From an optimization exercise on the open Yosys and OpenROAD flow, aimed at small area, a short achievable clock period and few clock cycles per item; shortcuts taken in it are not production practice. In this exercise RTL edits were held to simulation tests only and were not proved equivalent to the original. Power figures rest on the tool's default switching activity, not on a simulated workload.

`flow/config.mk`:
```
export PLATFORM = sky130hd
export DESIGN_NAME = keyed_scan_cache_oldest_evict
export DESIGN_NICKNAME = keyed_scan_cache_oldest_evict
export VERILOG_FILES = /design/flow/design.v
export SDC_FILE = /design/flow/constraint.sdc
export NUM_CORES = 4
export LEC_CHECK = 0
export CAP_MARGIN = 20
export CORE_MARGIN = 2
export CORE_UTILIZATION = 40
export SLEW_MARGIN = 20
```
`flow/constraint.sdc`:
```
create_clock -name core_clock -period 6.0 [get_ports {clock}]
set_input_delay 1.2000 -clock core_clock [delete_from_list [all_inputs] [get_ports {clock}]]
set_output_delay 1.2000 -clock core_clock [all_outputs]
set_load 0.01 [all_outputs]
```
`flow/design.v`:
```
package ksco_pkg;
   localparam int ADDR_W    = 48;
   localparam int STAMP_W   = 32;
   localparam int DBM_W     = 8;
   localparam int STATUS_W  = 3;
   localparam int SLOT_W    = 5;
   localparam int DEFAULT_ENTRIES = 32;
   localparam logic [STAMP_W-1:0] STALE_LIMIT_RESET = 32'd10000;
   localparam logic [DBM_W-1:0]   DBM_NONE = 8'h80;
   localparam logic CMD_UPDATE = 1'b0;
   localparam logic CMD_LOOKUP = 1'b1;
   localparam logic [STATUS_W-1:0] ST_REFRESH = 3'd0;
   localparam logic [STATUS_W-1:0] ST_FILL    = 3'd1;
   localparam logic [STATUS_W-1:0] ST_EVICT   = 3'd2;
   localparam logic [STATUS_W-1:0] ST_HIT     = 3'd3;
   localparam logic [STATUS_W-1:0] ST_STALE   = 3'd4;
   localparam logic [STATUS_W-1:0] ST_MISS    = 3'd5;
   typedef struct packed {
      logic               active;
      logic               cmd;
      logic [ADDR_W-1:0]  addr;
      logic               kind;
      logic [DBM_W-1:0]   dbm;
      logic [STAMP_W-1:0] now;
      logic               match_hit;
      logic [DBM_W-1:0]   match_dbm;
      logic [STAMP_W-1:0] match_stamp;
      logic               free_hit;
      logic [STAMP_W-1:0] best_stamp;
   } probe_type;
   typedef struct packed {
      logic               en;
      logic [ADDR_W-1:0]  addr;
      logic               kind;
      logic [DBM_W-1:0]   dbm;
      logic [STAMP_W-1:0] stamp;
   } wr_type;
   localparam int PROBE_W = 1 + 1 + ADDR_W + 1 + DBM_W + STAMP_W + 1 + DBM_W + STAMP_W + 1 + STAMP_W;
   localparam int WR_W    = 1 + ADDR_W + 1 + DBM_W + STAMP_W;
endpackage
module ksco_cell #(
   parameter int IDX_W    = 5,
   parameter int CELL_IDX = 0
) (
   input  logic                clock,
   input  logic                reset,
   input  logic [ksco_pkg::PROBE_W-1:0] up_scan_v,
   input  logic [IDX_W-1:0]    up_match_idx,
   input  logic [IDX_W-1:0]    up_free_idx,
   input  logic [IDX_W-1:0]    up_best_idx,
   output logic [ksco_pkg::PROBE_W-1:0] dn_scan_v,
   output logic [IDX_W-1:0]    dn_match_idx,
   output logic [IDX_W-1:0]    dn_free_idx,
   output logic [IDX_W-1:0]    dn_best_idx,
   input  logic [ksco_pkg::WR_W-1:0]    wr_v,
   input  logic [IDX_W-1:0]    wr_idx
);
   localparam logic [IDX_W-1:0] MY_IDX = IDX_W'(CELL_IDX);
   logic                          valid_ff;
   logic [ksco_pkg::ADDR_W-1:0]   addr_ff;
   logic                          kind_ff;
   logic [ksco_pkg::DBM_W-1:0]    dbm_ff;
   logic [ksco_pkg::STAMP_W-1:0]  stamp_ff;
   ksco_pkg::probe_type up_scan, scan_ff, scan_in;
   ksco_pkg::wr_type    wr;
   logic [IDX_W-1:0] match_idx_ff, match_idx_in;
   logic [IDX_W-1:0] free_idx_ff, free_idx_in;
   logic [IDX_W-1:0] best_idx_ff, best_idx_in;
   logic hit_here;
   assign up_scan = up_scan_v;
   assign wr      = wr_v;
   assign hit_here = valid_ff && (kind_ff == up_scan.kind) && (addr_ff == up_scan.addr);
   always_comb begin
      scan_in      = up_scan;
      match_idx_in = up_match_idx;
      free_idx_in  = up_free_idx;
      best_idx_in  = up_best_idx;
      if (!up_scan.match_hit && hit_here) begin
         scan_in.match_hit   = 1'b1;
         scan_in.match_dbm   = dbm_ff;
         scan_in.match_stamp = stamp_ff;
         match_idx_in        = MY_IDX;
      end
      if (!up_scan.free_hit && !valid_ff) begin
         scan_in.free_hit = 1'b1;
         free_idx_in      = MY_IDX;
      end
      if (stamp_ff < up_scan.best_stamp) begin
         scan_in.best_stamp = stamp_ff;
         best_idx_in        = MY_IDX;
      end
   end
   always_ff @(posedge clock) begin
      if (reset) begin
         scan_ff.active <= 1'b0;
      end else begin
         scan_ff.active <= scan_in.active;
      end
      scan_ff.cmd         <= scan_in.cmd;
      scan_ff.addr        <= scan_in.addr;
      scan_ff.kind        <= scan_in.kind;
      scan_ff.dbm         <= scan_in.dbm;
      scan_ff.now         <= scan_in.now;
      scan_ff.match_hit   <= scan_in.match_hit;
      scan_ff.match_dbm   <= scan_in.match_dbm;
      scan_ff.match_stamp <= scan_in.match_stamp;
      scan_ff.free_hit    <= scan_in.free_hit;
      scan_ff.best_stamp  <= scan_in.best_stamp;
      match_idx_ff        <= match_idx_in;
      free_idx_ff         <= free_idx_in;
      best_idx_ff         <= best_idx_in;
   end
   always_ff @(posedge clock) begin
      if (reset) begin
         valid_ff <= 1'b0;
      end else if (wr.en && (wr_idx == MY_IDX)) begin
         valid_ff <= 1'b1;
      end
      if (wr.en && (wr_idx == MY_IDX)) begin
         addr_ff  <= wr.addr;
         kind_ff  <= wr.kind;
         dbm_ff   <= wr.dbm;
         stamp_ff <= wr.stamp;
      end
   end
   assign dn_scan_v    = scan_ff;
   assign dn_match_idx = match_idx_ff;
   assign dn_free_idx  = free_idx_ff;
   assign dn_best_idx  = best_idx_ff;
endmodule
module keyed_scan_cache_oldest_evict #(
   parameter int ENTRIES = ksco_pkg::DEFAULT_ENTRIES
) (
   input  logic         clock,
   input  logic         reset,
   input  logic         req_tvalid,
   output logic         req_tready,
   input  logic [87:0]  req_tdata,    
   input  logic [1:0]   req_tuser,    
   output logic         rsp_tvalid,
   input  logic         rsp_tready,
   output logic [15:0]  rsp_tdata,    
   output logic [2:0]   rsp_tuser,    
   input  logic         csr_wr_en,
   input  logic [31:0]  csr_wr_data
);
   localparam int IDX_W = $clog2(ENTRIES);
   ksco_pkg::probe_type            head;
   logic [ENTRIES:0][ksco_pkg::PROBE_W-1:0] stage;
   logic [ENTRIES:0][IDX_W-1:0] match_idx;
   logic [ENTRIES:0][IDX_W-1:0] free_idx;
   logic [ENTRIES:0][IDX_W-1:0] best_idx;
   ksco_pkg::wr_type wr;
   logic [ksco_pkg::WR_W-1:0] wr_v;
   logic [IDX_W-1:0] wr_idx;
   logic                           accept;
   logic                           busy_ff, busy_in;
   logic                           pend_ff, pend_in;
   logic                           move;
   logic [ksco_pkg::STAMP_W-1:0]   limit_ff;
   logic [ksco_pkg::STATUS_W-1:0]  res_status;
   logic [IDX_W-1:0]               res_idx;
   logic [ksco_pkg::DBM_W-1:0]     res_dbm;
   logic [ksco_pkg::STAMP_W-1:0]   age;
   logic [ksco_pkg::STATUS_W-1:0]  pend_status_ff, rsp_status_ff;
   logic [ksco_pkg::SLOT_W-1:0]    pend_slot_ff, rsp_slot_ff;
   logic [ksco_pkg::DBM_W-1:0]     pend_dbm_ff, rsp_dbm_ff;
   logic                           rsp_valid_ff, rsp_valid_in;
   ksco_pkg::probe_type            tail;
   assign accept     = req_tvalid && !busy_ff;
   assign req_tready = !busy_ff;
   always_comb begin
      head.active      = accept;
      head.cmd         = req_tuser[0];
      head.kind        = req_tuser[1];
      head.addr        = req_tdata[47:0];
      head.dbm         = req_tdata[55:48];
      head.now         = req_tdata[87:56];
      head.match_hit   = 1'b0;
      head.match_dbm   = ksco_pkg::DBM_NONE;
      head.match_stamp = '0;
      head.free_hit    = 1'b0;
      head.best_stamp  = req_tdata[87:56];
      match_idx[0]         = '0;
      free_idx[0]          = '0;
      best_idx[0]          = '0;
   end
   assign stage[0] = head;
   for (genvar i = 0; i < ENTRIES; i++) begin : g_cell
      ksco_cell #(.IDX_W(IDX_W), .CELL_IDX(i)) u_cell (
         .clock        (clock),
         .reset        (reset),
         .up_scan_v    (stage[i]),
         .up_match_idx (match_idx[i]),
         .up_free_idx  (free_idx[i]),
         .up_best_idx  (best_idx[i]),
         .dn_scan_v    (stage[i+1]),
         .dn_match_idx (match_idx[i+1]),
         .dn_free_idx  (free_idx[i+1]),
         .dn_best_idx  (best_idx[i+1]),
         .wr_v         (wr_v),
         .wr_idx       (wr_idx)
      );
   end
   assign tail = stage[ENTRIES];
   assign age  = tail.now - tail.match_stamp;
   always_comb begin
      res_dbm = ksco_pkg::DBM_NONE;
      res_idx = '0;
      if (tail.cmd == ksco_pkg::CMD_UPDATE) begin
         if (tail.match_hit) begin
            res_status = ksco_pkg::ST_REFRESH;
            res_idx    = match_idx[ENTRIES];
         end else if (tail.free_hit) begin
            res_status = ksco_pkg::ST_FILL;
            res_idx    = free_idx[ENTRIES];
         end else begin
            res_status = ksco_pkg::ST_EVICT;
            res_idx    = best_idx[ENTRIES];
         end
      end else if (!tail.match_hit) begin
         res_status = ksco_pkg::ST_MISS;
      end else if (age > limit_ff) begin
         res_status = ksco_pkg::ST_STALE;
         res_idx    = match_idx[ENTRIES];
      end else begin
         res_status = ksco_pkg::ST_HIT;
         res_idx    = match_idx[ENTRIES];
         res_dbm    = tail.match_dbm;
      end
   end
   assign wr.en    = tail.active && (tail.cmd == ksco_pkg::CMD_UPDATE);
   assign wr.addr  = tail.addr;
   assign wr.kind  = tail.kind;
   assign wr.dbm   = tail.dbm;
   assign wr.stamp = tail.now;
   assign wr_idx   = res_idx;
   assign wr_v     = wr;
   assign move = pend_ff && (!rsp_valid_ff || rsp_tready);
   always_comb begin
      busy_in = busy_ff;
      if (accept) begin
         busy_in = 1'b1;
      end else if (move) begin
         busy_in = 1'b0;
      end
      pend_in = pend_ff;
      if (tail.active) begin
         pend_in = 1'b1;
      end else if (move) begin
         pend_in = 1'b0;
      end
      rsp_valid_in = rsp_valid_ff;
      if (move) begin
         rsp_valid_in = 1'b1;
      end else if (rsp_tready) begin
         rsp_valid_in = 1'b0;
      end
   end
   always_ff @(posedge clock) begin
      if (reset) begin
         busy_ff      <= 1'b0;
         pend_ff      <= 1'b0;
         rsp_valid_ff <= 1'b0;
         limit_ff     <= ksco_pkg::STALE_LIMIT_RESET;
      end else begin
         busy_ff      <= busy_in;
         pend_ff      <= pend_in;
         rsp_valid_ff <= rsp_valid_in;
         if (csr_wr_en) begin
            limit_ff <= csr_wr_data;
         end
      end
      if (tail.active) begin
         pend_status_ff <= res_status;
         pend_slot_ff   <= ksco_pkg::SLOT_W'(res_idx);
         pend_dbm_ff    <= res_dbm;
      end
      if (move) begin
         rsp_status_ff <= pend_status_ff;
         rsp_slot_ff   <= pend_slot_ff;
         rsp_dbm_ff    <= pend_dbm_ff;
      end
   end
   assign rsp_tvalid = rsp_valid_ff;
   assign rsp_tuser  = rsp_status_ff;
   assign rsp_tdata  = {3'b000, rsp_dbm_ff, rsp_slot_ff};
endmodule
```
`flow/run.sh`:
```
#!/bin/bash
# synth_recipe.tcl (not shown) runs the flow's synth.tcl, then flattens the netlist and writes it again
# the make line also repeats each setting of config.mk as NAME=value (left out here)
make -C /OpenROAD-flow-scripts/flow DESIGN_CONFIG=/design/flow/config.mk WORK_HOME=/design/flow/orfs CLKGATE_MAP_FILE= SYNTH_SCRIPT=/design/flow/synth_recipe.tcl finish
```
==> out/results.ini <==
[synth]
synth-seq-area-share_pct = 72.4
synth_cells = 18300
ys_types = 84
syn_area_per_cell_um2 = 15.2
netlist.area_leader.share_pct = 41.2
ys_warn_count = 33
synth_ff_type = dfxtp_1
syn_area_mm2 = 0.277
synth_edf_count = 2880
ys_async_sr_fraction_pct = 0
synthTopCellsByArea = dfxtp_1 (41%), edfxtp_1 (31%), mux2_2 (8.5%), ha_1 (4.8%), xnor2_1 (2.3%)
synth-seq-cells = 8582
yosys.area.top_type = dfxtp_1

[worst_setup_path]
cp_max_fo = 24
startpoint = g_cell[31].u_cell.scan_ff[74]
crit_path_start_kind = register
cp.required_ns = 6.96
arrival_ns = 6.26
criticalPathCategory = register to register
r2r_start = g_cell[31].u_cell.scan_ff[74]
endpoint_kind = register

[timing]
drv_slew = 0
setup_tns_ns = 0
skew_ns = 0.0778
setup_viol = 0
tightest_slew_ns = 1.08
finalCritPeriodShare_pct = 88.3
fin_crit_ns = 5.30
relSlewSlack_pct = 28.1
fmax_mhz = 189
rsz0062_at_grt = false
final_hold_viol_count = 0

[routing]
viasPerCell = 4.69
postRouteAntennaNets = 0
vias = 137000
wl_per_cell_um = 21.4
dr.pass1.iters = 6
drt_wl_total_mm = 624
drt_iter0_drc = 10100
drc = 0

[clock_tree]
post-cts-setup-buffers = 0
cts_made_buffers = 807
cts_hold_buf = 0
clock-sinks = 8582
cts_buffer_depth = 4
clk-insertion-delay-late_ns = 1.14
h-tree-depth = 6
path_clk_slew_ns = 0.06
tritoncts = done
cts-root-buf = clkbuf_16
cts-resized-gates = 0

[die]
fp.dieArea_mm2 = 0.700
initial_core_util_pct = 40.2
die_w_um = 836
core_mm2 = 0.690
ios = 148
die_h_um = 836
core.rowCount = 305

[place]
dp_hpwl_mm = 442
place.gp.congestion = 0.835
io_buffers = 144

[min_path]
hold_class = register to register
hp-start = g_cell[17].u_cell.scan_ff[84]

[global_route]
grt_pass1_wl_mm = 924
grt_pass1_vias = 141000
grt_max_degree = 91
grt_remaining_overflow = 0
grt.total_usage_pct = 17.4
antenna_found_initial = 57

[run]
maxCapViolCount = 0

[final_layout]
layout.nets = 20300
fin_util_pct = 46.2
area_growth_pct = 14.9
drive_gt1_share_pct = 19.5

[status]
outcome = timing/DRC/antenna clean

[power_and_ir_drop]
ir_drop_mv = 0.312
power_density_mw_per_mm2 = 370
p_leak_nw = 127

[metrics by stage]
stage	instances	setup WS, ns	area, um2	power (mW)	hold slack (ns)
global placement	27600	0.336	292000	68.3	0.310
detailed placement	27600	0.437	292000	68.4	0.312
CTS	29100	0.443	319000	119	0.250
floorplan	18300	0.290	277000	66.3	0.310
finish	29100	0.700	319000	118	0.256
global route	29100	0.216	319000	122	0.257
[worst paths after layout]
check,end,slack (ns),cells past startpoint
min,g_cell[18].u_cell.scan_ff[84],0.26,0
max reg2reg,pend_dbm_ff[3],0.70,20
min reg2reg,g_cell[18].u_cell.scan_ff[84],0.26,0
max,pend_dbm_ff[3],0.70,20
[cell usage after synthesis (20+ instances only)]
| cell type | number |
|---|---|
| dfxtp_1 | 5702 |
| edfxtp_1 | 2880 |
| mux2_2 | 2081 |
| inv_1 | 1336 |
| ha_1 | 1055 |
| xnor2_1 | 729 |
| xor2_1 | 630 |
| nand2_1 | 419 |
| nand4_1 | 395 |
| a21o_1 | 331 |
| a21oi_1 | 327 |
| nor2_1 | 280 |
| nor4_1 | 239 |
| clkbuf_1 | 236 |
| nand2b_1 | 223 |
| nor2b_1 | 163 |
| o21ai_0 | 150 |
| or2_2 | 123 |
| and2_1 | 122 |
| nand3_1 | 81 |
| o22ai_1 | 76 |
| a211oi_1 | 63 |
| nor3_1 | 61 |
| a221oi_1 | 60 |
| mux2_4 | 36 |
| mux2_1 | 35 |
| mux2i_1 | 32 |
| o2bb2ai_1 | 28 |
| a2111oi_0 | 24 |
| o2111ai_1 | 21 |
| buf_2 | 20 |
| o21a_1 | 20 |
[layout make-up]
type,instances,area (um2)
Fill cell,60100,371000
Sequential cell,8582,201000
Multi-Input combinational cell,8069,70900
Clock buffer,1208,23700
Tap cell,9210,11500
Inverter,1338,5020
Clock inverter,315,3330
Timing Repair Buffer,363,3270
Antenna cell,17,42.5
[layer usage]
layer	vias up	wire [um]	track usage [%]	part of all wire, %
li1	65800	-	-	-
met1	66800	283000	23.7	45
met2	2978	295000	29.4	47
met3	982	28600	2.13	4.6
met4	2	17100	4.69	2.7
met5	-	9	0	0.0014
[kinds of logic after synthesis]
| family | synth area share [%] |
|---|---|
| DFF | 72.4 |
| other | 0.00135 |
| buffers and inverters | 2.21 |
| AOI/OAI and AO/OA | 3.05 |
| muxes | 8.91 |
| adders and majority gates | 4.77 |
| and+or+nand+nor | 4.39 |
| xor gates and xnor gates | 4.29 |
[sequential cells by signal, indices dropped and copies added, names as in the netlist, 3 cells and up]
| register | cells |
|---|---|
| g_cell.u_cell.addr_ff | 1536 |
| g_cell.u_cell.best_idx_ff | 129 |
| g_cell.u_cell.dbm_ff | 256 |
| g_cell.u_cell.free_idx_ff | 129 |
| g_cell.u_cell.kind_ff | 32 |
| g_cell.u_cell.match_idx_ff | 129 |
| g_cell.u_cell.scan_ff | 5248 |
| g_cell.u_cell.stamp_ff | 1024 |
| g_cell.u_cell.valid_ff | 32 |
| limit_ff | 32 |
| pend_dbm_ff | 8 |
| pend_slot_ff | 5 |
| pend_status_ff | 3 |
| rsp_dbm_ff | 8 |
| rsp_slot_ff | 5 |
| rsp_status_ff | 3 |
[cells in the final DEF, fill, tap and decap left out, types with 122 or more instances in the layout]
cell / n
a21o_1: 328
nand2_1: 419
and2_1: 122
nand2b_1: 223
nor4_1: 237
inv_1: 1336
ha_1: 1055
clkinv_2: 147
nor2_1: 248
xnor2_1: 729
xor2_1: 630
buf_4: 205
nor2b_1: 163
clkbuf_1: 232
a21oi_1: 326
edfxtp_1: 2880
or2_2: 123
dfxtp_1: 5621
clkdlybuf4s50_1: 142
mux2_2: 2081
nand4_1: 395
clkbuf_8: 142
clkbuf_16: 834
o21ai_0: 147
[critical path, stage by stage, from the launching register on]
cell and delay (ns):
dfxtp_2 0.50, inv_1 0.14, ha_1 0.18, inv_1 0.06, fa_1 0.41, a21oi_1 0.24
nor3_1 0.09, a311oi_1 0.29, buf_4 0.19, a32oi_1 0.20, a21o_1 0.23, a21oi_1 0.18
xnor2_1 0.15, ha_1 0.26, nand4_1 0.14, nor4_1 0.08, a21boi_0 0.13, a2111oi_0 0.74
o2bb2ai_1 0.36, nor2_1 0.39, and2_1 0.20
[power breakdown]
part / leakage (nW) / total, mW / switching [mW] / internal (mW)
registers: 73.3 / 63.0 / 1.30 / 61.7
logic: 40.6 / 4.03 / 2.21 / 1.82
clock network: 13.2 / 50.8 / 21.7 / 29.1
total: 127 / 118 / 25.2 / 92.7
Testbench counts, summed over its fixed seeds: cycles 163,208, items 4,800.

[what the ideal ports hide]
Ports are ideal in the flow. The routed layout listed here was re-timed in OpenROAD.
Step 1 (the two cells are an assumption about what drives the block):
set clk [get_ports {clock}]
set_driving_cell -lib_cell sky130_fd_sc_hd__clkbuf_16 $clk
set_driving_cell -lib_cell sky130_fd_sc_hd__buf_2 [delete_from_list [all_inputs] $clk]
Step 2 also shifts input and output timing later by t, the mid clock arrival at the registers, as if the neighbouring blocks saw the same clock.
Three values: no drivers, after step 1, after step 2; two values: the first two.
t, ns: 1.228
setup slack, ns: 0.700 / 0.700 / 0.700
slew at the worst register clock pin (ns): 0.07 / 0.07
After both steps setup and hold are still met in this run. The setup slack of this run moves by 0.000 ns with the drivers and by 0.000 ns with both steps.
